Context: an optimization exercise on an open-source flow, tuned for small area, a short achievable clock period and few clock cycles per item. The choices shown serve that exercise and are no tape-out recipe.
Only simulation tests tie the RTL to the original design; equivalence was not proved.
Power and IR drop assume default switching activity.

===== flow/design.v =====
`default_nettype none
package conv_pkg;
	typedef logic [31:0] word_t;
	typedef logic [3:0]  kidx_t;
	typedef logic [1:0]  kpos_t;
	typedef logic [5:0]  waddr_t;
	localparam int KERNEL_N = 9;
	localparam int IFMAP_N  = 16;
	localparam int RESULT_N = 4;
	localparam waddr_t KERNEL_BASE = 6'h00;
	localparam waddr_t IFMAP_BASE  = 6'h10;
	localparam waddr_t CTRL_ADDR   = 6'h20;
	localparam waddr_t STATUS_ADDR = 6'h21;
	localparam waddr_t RESULT_BASE = 6'h28;
	typedef enum logic [1:0] {C_IDLE, C_SCAN, C_DONE} comp_state_e;
	typedef enum logic [1:0] {E_IDLE, E_WAIT_LIST, E_RUN, E_DONE} eng_state_e;
endpackage
`default_nettype wire
`default_nettype none
module sparse_conv_top #(
	parameter int MUL_TERMS = 3
) (
	input  logic             clk,
	input  logic             rst_n,
	input  logic             wb_cyc_i,
	input  logic             wb_stb_i,
	input  logic             wb_we_i,
	input  conv_pkg::waddr_t wb_adr_i,
	input  conv_pkg::word_t  wb_dat_i,
	output conv_pkg::word_t  wb_dat_o,
	output logic             wb_ack_o
);
	function automatic logic [4:0] gfac(input logic [31:0] p);
		logic [4:0] lo;
		lo = p[4:0];
		if (|p[31:5] || lo >= 5'd21)
			gfac = 5'd21;
		else if (lo[4] && !lo[0])
			gfac = lo - 5'd1;
		else
			gfac = lo;
	endfunction
	function automatic logic [3:0] popcnt9(input logic [8:0] v);
		popcnt9 = '0;
		for (int i = 0; i < 9; i++) popcnt9 = popcnt9 + {3'd0, v[i]};
	endfunction
	logic        ack_q;
	logic        wv_q;     
	logic [5:0]  adr_q;
	logic [31:0] dat_q;
	logic        access;
	assign access   = wb_cyc_i & wb_stb_i & ~ack_q;
	assign wb_ack_o = ack_q;
	always_ff @(posedge clk or negedge rst_n) begin
		if (!rst_n) begin
			ack_q <= 1'b0;
			wv_q  <= 1'b0;
		end else begin
			ack_q <= access;
			wv_q  <= access & wb_we_i;
		end
	end
	always_ff @(posedge clk) begin
		adr_q <= wb_adr_i;
		dat_q <= wb_dat_i;
	end
	logic [31:0] kmem [9];
	logic [8:0]  knz;
	logic [4:0]  gmem [16];    
	logic       ph;           
	logic       s2_q;         
	logic       s2_kern_q;    
	logic [3:0] s2_idx_q;     
	logic kw1, pw1, sw1;
	assign kw1 = wv_q && (adr_q[5:4] == 2'b00) && (adr_q[3:0] < 4'd9);
	assign pw1 = wv_q && (adr_q[5:4] == 2'b01);
	assign sw1 = wv_q && (adr_q == 6'h20) && dat_q[0];
	logic       kern;        
	logic [3:0] idx;         
	logic       col;         
	assign kern = s2_q ? s2_kern_q : kw1;
	assign idx  = s2_q ? s2_idx_q  : adr_q[3:0];
	assign col  = ~ph;
	logic [1:0] kr, kc;
	always_comb begin
		case (idx)
			4'd0: begin kr = 2'd0; kc = 2'd0; end
			4'd1: begin kr = 2'd0; kc = 2'd1; end
			4'd2: begin kr = 2'd0; kc = 2'd2; end
			4'd3: begin kr = 2'd1; kc = 2'd0; end
			4'd4: begin kr = 2'd1; kc = 2'd1; end
			4'd5: begin kr = 2'd1; kc = 2'd2; end
			4'd6: begin kr = 2'd2; kc = 2'd0; end
			4'd7: begin kr = 2'd2; kc = 2'd1; end
			default: begin kr = 2'd2; kc = 2'd2; end
		endcase
	end
	logic [1:0] pr, pc;
	assign pr = idx[3:2];
	assign pc = idx[1:0];
	logic [2:0] tcol;       
	logic       tcol_ok;
	assign tcol    = {1'b0, pc} - {2'b00, col};
	assign tcol_ok = (tcol[2] == 1'b0) && (tcol[1:0] != 2'd3);
	logic [3:0] kidx0, kidx1;
	assign kidx0 = kern ? idx : 4'(pr * 3 + tcol[1:0]);
	assign kidx1 = 4'((pr - 2'd1) * 3 + tcol[1:0]);
	logic [31:0] kread0, kread1;
	assign kread0 = kmem[kidx0];
	assign kread1 = kmem[kidx1];
	logic [3:0] gpos0, gpos1;
	assign gpos0 = {kr, 2'b00} + {2'b00, kc} + {3'b000, col};
	assign gpos1 = gpos0 + 4'd4;
	logic [4:0] g_new, g_old;
	logic       dsgn;
	logic [4:0] dmag;
	assign g_new = gfac(dat_q);
	assign g_old = gmem[adr_q[3:0]];
	assign dsgn  = g_new < g_old;
	assign dmag  = dsgn ? (g_old - g_new) : (g_new - g_old);
	logic [31:0] kdiff;
	assign kdiff = dat_q - kread0;
	logic [31:0] a0_q, a1_q;     
	logic [4:0]  m0_q, m1_q;     
	logic        sg_q;           
	logic [4:0] m_keep;
	always_ff @(posedge clk) begin
		if (pw1) m_keep <= dmag;
	end
	logic op_any;
	assign op_any = kw1 | pw1 | s2_q;
	always_ff @(posedge clk) begin
		if (kern) begin
			if (!s2_q) begin
				a0_q <= kdiff;
				a1_q <= kdiff;
			end
		end else begin
			a0_q <= kread0;
			a1_q <= kread1;
		end
	end
	always_ff @(posedge clk or negedge rst_n) begin
		if (!rst_n) begin
			m0_q      <= '0;
			m1_q      <= '0;
			sg_q      <= 1'b0;
			ph        <= 1'b0;
			s2_q      <= 1'b0;
			s2_kern_q <= 1'b0;
			s2_idx_q  <= '0;
			for (int j = 0; j < 16; j++) gmem[j] <= '0;
		end else begin
			ph        <= ~ph;
			s2_q      <= kw1 | pw1;
			s2_kern_q <= kw1;
			s2_idx_q  <= adr_q[3:0];
			if (!op_any) begin
				m0_q <= '0;
				m1_q <= '0;
				sg_q <= 1'b0;
			end else if (kern) begin
				m0_q <= gmem[gpos0];
				m1_q <= gmem[gpos1];
				sg_q <= 1'b0;
			end else begin
				if (!s2_q) sg_q <= dsgn;
				m0_q <= (pr != 2'd3 && tcol_ok) ? (s2_q ? m_keep : dmag) : 5'd0;
				m1_q <= (pr != 2'd0 && tcol_ok) ? (s2_q ? m_keep : dmag) : 5'd0;
			end
			if (pw1) gmem[adr_q[3:0]] <= g_new;
		end
	end
	always_ff @(posedge clk) begin
		if (kw1) begin
			kmem[adr_q[3:0]] <= dat_q;
			knz[adr_q[3:0]]  <= |dat_q;
		end
	end
	function automatic logic [31:0] mac(input logic [31:0] acc,
			input logic [31:0] a, input logic [4:0] m, input logic s);
		logic [31:0] ax;
		ax  = a ^ {32{s}};
		mac = acc
			+ ( ax & {32{m[0]}})
			+ ((ax & {32{m[1]}}) << 1)
			+ ((ax & {32{m[2]}}) << 2)
			+ ((ax & {32{m[3]}}) << 3)
			+ ((ax & {32{m[4]}}) << 4)
			+ {27'd0, m & {5{s}}};
	endfunction
	logic [31:0] r0a, r0b, r1a, r1b;
	always_ff @(posedge clk or negedge rst_n) begin
		if (!rst_n) begin
			r0a <= '0;
			r0b <= '0;
			r1a <= '0;
			r1b <= '0;
		end else begin
			r0a <= r0b;
			r0b <= mac(r0a, a0_q, m0_q, sg_q);
			r1a <= r1b;
			r1b <= mac(r1a, a1_q, m1_q, sg_q);
		end
	end
	logic        done_q;
	logic        snap_q;      
	logic [3:0]  cnt_q;
	logic [31:0] res_q [4];
	always_ff @(posedge clk or negedge rst_n) begin
		if (!rst_n) begin
			done_q <= 1'b0;
			snap_q <= 1'b0;
			cnt_q  <= '0;
		end else begin
			if (sw1) begin
				done_q <= 1'b1;
				snap_q <= 1'b1;
				cnt_q  <= popcnt9(knz);
			end else if (snap_q && !ph) begin
				snap_q <= 1'b0;
			end
		end
	end
	always_ff @(posedge clk) begin
		if (snap_q && !ph) begin
			res_q[0] <= r0a;
			res_q[1] <= r0b;
			res_q[2] <= r1a;
			res_q[3] <= r1b;
		end
	end
	always_comb begin
		wb_dat_o = '0;
		if (adr_q == 6'h21) begin
			wb_dat_o[1]   = done_q;
			wb_dat_o[7:4] = cnt_q;
		end else if (adr_q[5:2] == 4'b1010 && done_q) begin
			wb_dat_o = res_q[adr_q[1:0]];
		end
	end
endmodule
`default_nettype wire

===== flow/run.sh =====
#!/bin/bash
# synth_recipe.tcl (not shown) runs the flow's synth.tcl, then flattens the netlist and writes it again
# the make line also repeats each setting of config.mk as NAME=value (left out here)
make -C /OpenROAD-flow-scripts/flow DESIGN_CONFIG=/design/flow/config.mk WORK_HOME=/design/flow/orfs CLKGATE_MAP_FILE= SYNTH_SCRIPT=/design/flow/synth_recipe.tcl finish

===== flow/config.mk =====
export PLATFORM = sky130hd
export DESIGN_NAME = sparse_conv_top
export DESIGN_NICKNAME = sparse_conv_top
export VERILOG_FILES = /design/flow/design.v
export SDC_FILE = /design/flow/constraint.sdc
export NUM_CORES = 4
export LEC_CHECK = 0
export CAP_MARGIN = 20
export CELL_PAD_IN_SITES_DETAIL_PLACEMENT = 1
export CELL_PAD_IN_SITES_GLOBAL_PLACEMENT = 2
export CORE_MARGIN = 2
export CORE_UTILIZATION = 20
export PLACE_DENSITY = 0.4
export SLEW_MARGIN = 20

===== flow/constraint.sdc =====
create_clock -name core_clock -period 22.0 [get_ports {clk}]
set_input_delay 4.4000 -clock core_clock [delete_from_list [all_inputs] [get_ports {clk}]]
set_output_delay 4.4000 -clock core_clock [all_outputs]
set_load 0.01 [all_outputs]

==> flow_summary_export.csv <==
group,metric,value,unit
sta,finalSetupTns,0,ns
setup_path,path_buf_inv,2,
cts,cts_tree,"built",
sta,skew,0.0594,ns
route,routed_via_density,4.28,
setup_path,path_depth,7,
global_route,grt_antenna_before_repair,9,
placed_design,portBuffers,75,
die,pin_count,76,
placed_design,routabilityCongestion,0.762,
sta,max-slew-margin-rel,0.304,
setup_path,end_kind,"output pin",
sta,report.final.slew_viol_count,0,
setup_path,r2r-start,"s2_q$_DFF_PN0_",
route,drt_iter0_drc,1873,
route,postRouteAntennaNets,0,
die,initial_core_util,0.201,
sta,fmax,118,MHz
setup_path,path_max_fanout,32,
synthesis,synth_area,45500,sq um
synthesis,ys_ff_latch,766,
power,peakVddDrop,0.0575,mV
synthesis,syn_nets,4271,
sta,rsz0062_at_grt,"no",
global_route,grt_first_pass_wirelength,244000,um
cts,clk_root_buffer_cell,"clkbuf_16",
setup_path,arrival,4.05,ns
sta,fin_ws,13.55,ns
global_route,grt_max_degree,79,
die,core-area,227000,sq um
worst_hold_path,worstHoldStart,"r0b[1]$_DFF_PN0_",
setup_path,crit_family,"buffers and inverters",
synthesis,seq_area_frac_synth,0.472,
layout,nets,4328,
power,p_total,5.06,mW
route,firstDrtPassIters,5,
setup_path,crit_path_top_delay_cell,"ha_2",
route,drc_errors,0,
cts,postCtsHoldBufs,0,
setup_path,start_kind,"flip-flop",
worst_hold_path,hp-class,"flip-flop to flip-flop",
cts,cts-resized-gates,0,
global_route,grt_pass1_vias,32800,
worst_hold_path,min_path_cells,0,
setup_path,startpoint,"adr_q[0]$_DFF_P_",
cts,clockBufferDepth,3,
sta,layout_worst_path_cycle_share,0.384,
sta,fin_crit,8.45,ns
die,dieArea,231000,sq um
sta,setup_viol,0,
power,p_per_area,95.0,nW/um^2
cts,clkTransAtPathRegs,0.06,ns
layout,area_growth,17.2,%
synthesis,synthCells,3803,
cts,worstSkewPairLatency,0.77,ns
cts,numCtsBuffers,100,
die,die_h,481,um
die,fp-row-count,175,
setup_path,setup.worst_path.class,"flip-flop to output pin",
route,route.final.wire_length,166000,um
setup_path,slowest_delay,0.79,ns
setup_path,reg2reg_depth,19,
power,leakagePower,20.6,nW
global_route,track_usage,0.144,
route,num_vias,29800,
route,avgRoutedWirePerCell,23.8,um
cts,post_cts.repair.setup_buffers,0,
die,fp.dieW,481,um
setup_path,cp.required,17.60,ns
flow_run,maxCapViolCount,0,
cts,clock_sinks,766,
synthesis,synth-edff-count,494,
cts,htreeDepth,3,
placed_design,dp_hpwl,121000,um
setup_path,crit_chain,"ha_2 -> buf_4 -> a222oi_1 -> nor2_1 -> a21oi_1 -> nor2_1 -> clkdlybuf4s50_1",
setup_path,critical_path.most_common_cell,"nor2_1",
run_status,status,"complete, no violations",
synthesis,yosysUniqueCellTypes,101,
synthesis,synth_warnings,3,
sta,hold_viol,0,
synthesis,async_flop_share,0.305,
synthesis,syn-mean-instance-area,12.0,sq um
layout,drive_gt1_frac,0.117,
sta,worst_pin_slew,1.04,ns
placed_design,detailedPlace.worstSlack,14.04,ns
global_route,grt-ovfl-total,0,
synthesis,synth_ff_type,"edfxtp_1",
## layout make-up
cell class / instances / area [sq um]
inverters: 325 / 1220
well taps: 3009 / 3760
clock inverters: 42 / 518
diodes: 6 / 15.0
fillers: 25100 / 173000
repair buffers: 141 / 1250
clock buffers: 147 / 2910
flip-flops and latches: 766 / 21500
multi-input cells: 2526 / 22100
## path summary, 6_finish.rpt
path                                            to  slack (ns)
min in group asynchronous  gmem[14][0]$_DFFE_PN0P_        3.64
max in group asynchronous        r0b[28]$_DFF_PN0_       17.01
min reg2reg                       r0a[1]$_DFF_PN0_        0.34
min                               r0a[1]$_DFF_PN0_        0.34
max reg2reg                     a0_q[23]$_DFFE_PP_       14.21
max                                   wb_dat_o[31]       13.55
## kinds of logic after synthesis
group,after synthesis,share of synthesized area
adder cells (fa/ha/maj),425,0.158
AND/OR/NAND/NOR,976,0.0986
XOR/XNOR,152,0.0297
AO/OA/AOI/OAI,723,0.104
buffers and inverters,511,0.0452
flip-flops,766,0.472
multiplexers,250,0.0930
## registers in the layout, summed over array words and instances, names as in the netlist, 4 cells and up
register,count
cnt_q,4
m0_q,5
kmem,288
a0_q,32
r0a,32
a1_q,32
adr_q,6
res_q,128
r0b,32
r1b,32
m_keep,5
gmem,80
s2_idx_q,4
knz,9
m1_q,5
dat_q,32
r1a,32
## cells in the final DEF, fill, tap and decap left out, drive strengths merged, types with 100 or more instances in the layout
master / Yosys / final
fa: 249 / 249
dfrtp: 234 / 234
mux2i: 100 / 100
inv: 324 / 330
nor2: 220 / 220
and2: 131 / 131
mux4: 133 / 133
nand2: 421 / 421
a21oi: 199 / 199
o21ai: 226 / 226
clkbuf: 126 / 147
edfxtp: 494 / 494
ha: 176 / 176
## cell usage after synthesis (all sizes together), types with 22 or more instances
| cell type | count | area, sq um |
|---|---|---|
| nor3 | 27 | 145 |
| and3 | 23 | 144 |
| buf | 60 | 362 |
| o21ai | 226 | 1150 |
| a211oi | 22 | 170 |
| fa | 249 | 4980 |
| a222oi | 41 | 410 |
| nand2 | 421 | 1580 |
| a31oi | 23 | 144 |
| ha | 176 | 2200 |
| dfrtp | 234 | 5860 |
| edfxtp | 494 | 14800 |
| a21oi | 199 | 1100 |
| and2 | 131 | 820 |
| mux4 | 133 | 3010 |
| o211ai | 22 | 175 |
| clkbuf | 126 | 473 |
| nand3 | 57 | 285 |
| a21o | 38 | 285 |
| xnor2 | 67 | 606 |
| mux2i | 100 | 1020 |
| nor2 | 220 | 843 |
| dfxtp | 38 | 761 |
| inv | 324 | 1220 |
| xor2 | 85 | 744 |
## where the power goes
group	internal, mW	switching, mW
registers	1.76	0.214
clock network	1.01	0.706
logic	0.513	0.865
## worst reg2reg max path, cell delays in order, from the launching register on
cell	delay (ns)
dfrtp_1	0.88
mux2i_1	0.59
ha_1	0.36
inv_1	0.13
ha_4	0.56
mux2_4	0.67
buf_4	0.69
mux4_2	0.60
mux2i_1	0.19
nor2_1	0.09
a21oi_2	0.18
ha_1	0.30
a21oi_1	0.20
a31oi_1	0.20
a211oi_1	0.71
o2111ai_1	0.26
o211a_1	0.20
a221oi_1	0.34
mux2i_1	0.27
o21ai_1	0.09
## layer usage
metal | part of all wire | vias to the layer above | track usage
met2 | 0.42 | 430 | 0.211
met3 | 0.033 | 149 | 0.0184
li1 | - | 13700 | -
met4 | 0.017 | 4 | 0.0313
met1 | 0.53 | 15500 | 0.224
met5 | 0.00019 | - | 0
## metrics by stage
step / hold slack [ns] / util / area (sq um) / cells
after CTS: 0.343 / 0.235 / 53300 / 6956
after floorplan: 0.333 / - / 45500 / 3803
after detailed placement: 0.358 / 0.220 / 49800 / 6767
after global placement: 0.357 / 0.220 / 49800 / 6767
after global routing: 0.348 / 0.235 / 53300 / 6959
final: 0.342 / 0.235 / 53300 / 6962
Testbench counts, summed over its fixed seeds: cycles 18,588, items 384.

[static timing again, ports no longer ideal]
The flow's constraints put no driver on any port. The routed layout listed below was extracted and timed again, unchanged, in two steps. Step 1, drivers: a clkbuf_16 drives clk and a buf_2 each remaining input, both assumed. Step 2 also shifts input and output timing later by t, the mid clock arrival at the registers, as if the neighbouring blocks saw the same clock. Three values: no drivers, after step 1, after step 2; two values: the first two.
t (ns): 0.818
setup WS [ns]: 13.553 / 13.471 / 14.205
worst data-port slew with drivers (ns): 0.07
cell pins on the clock port's net: 1
After both steps this run still meets setup and hold. For this run, drivers alone change the setup slack by -0.082 ns; drivers and shift together by +0.652 ns.
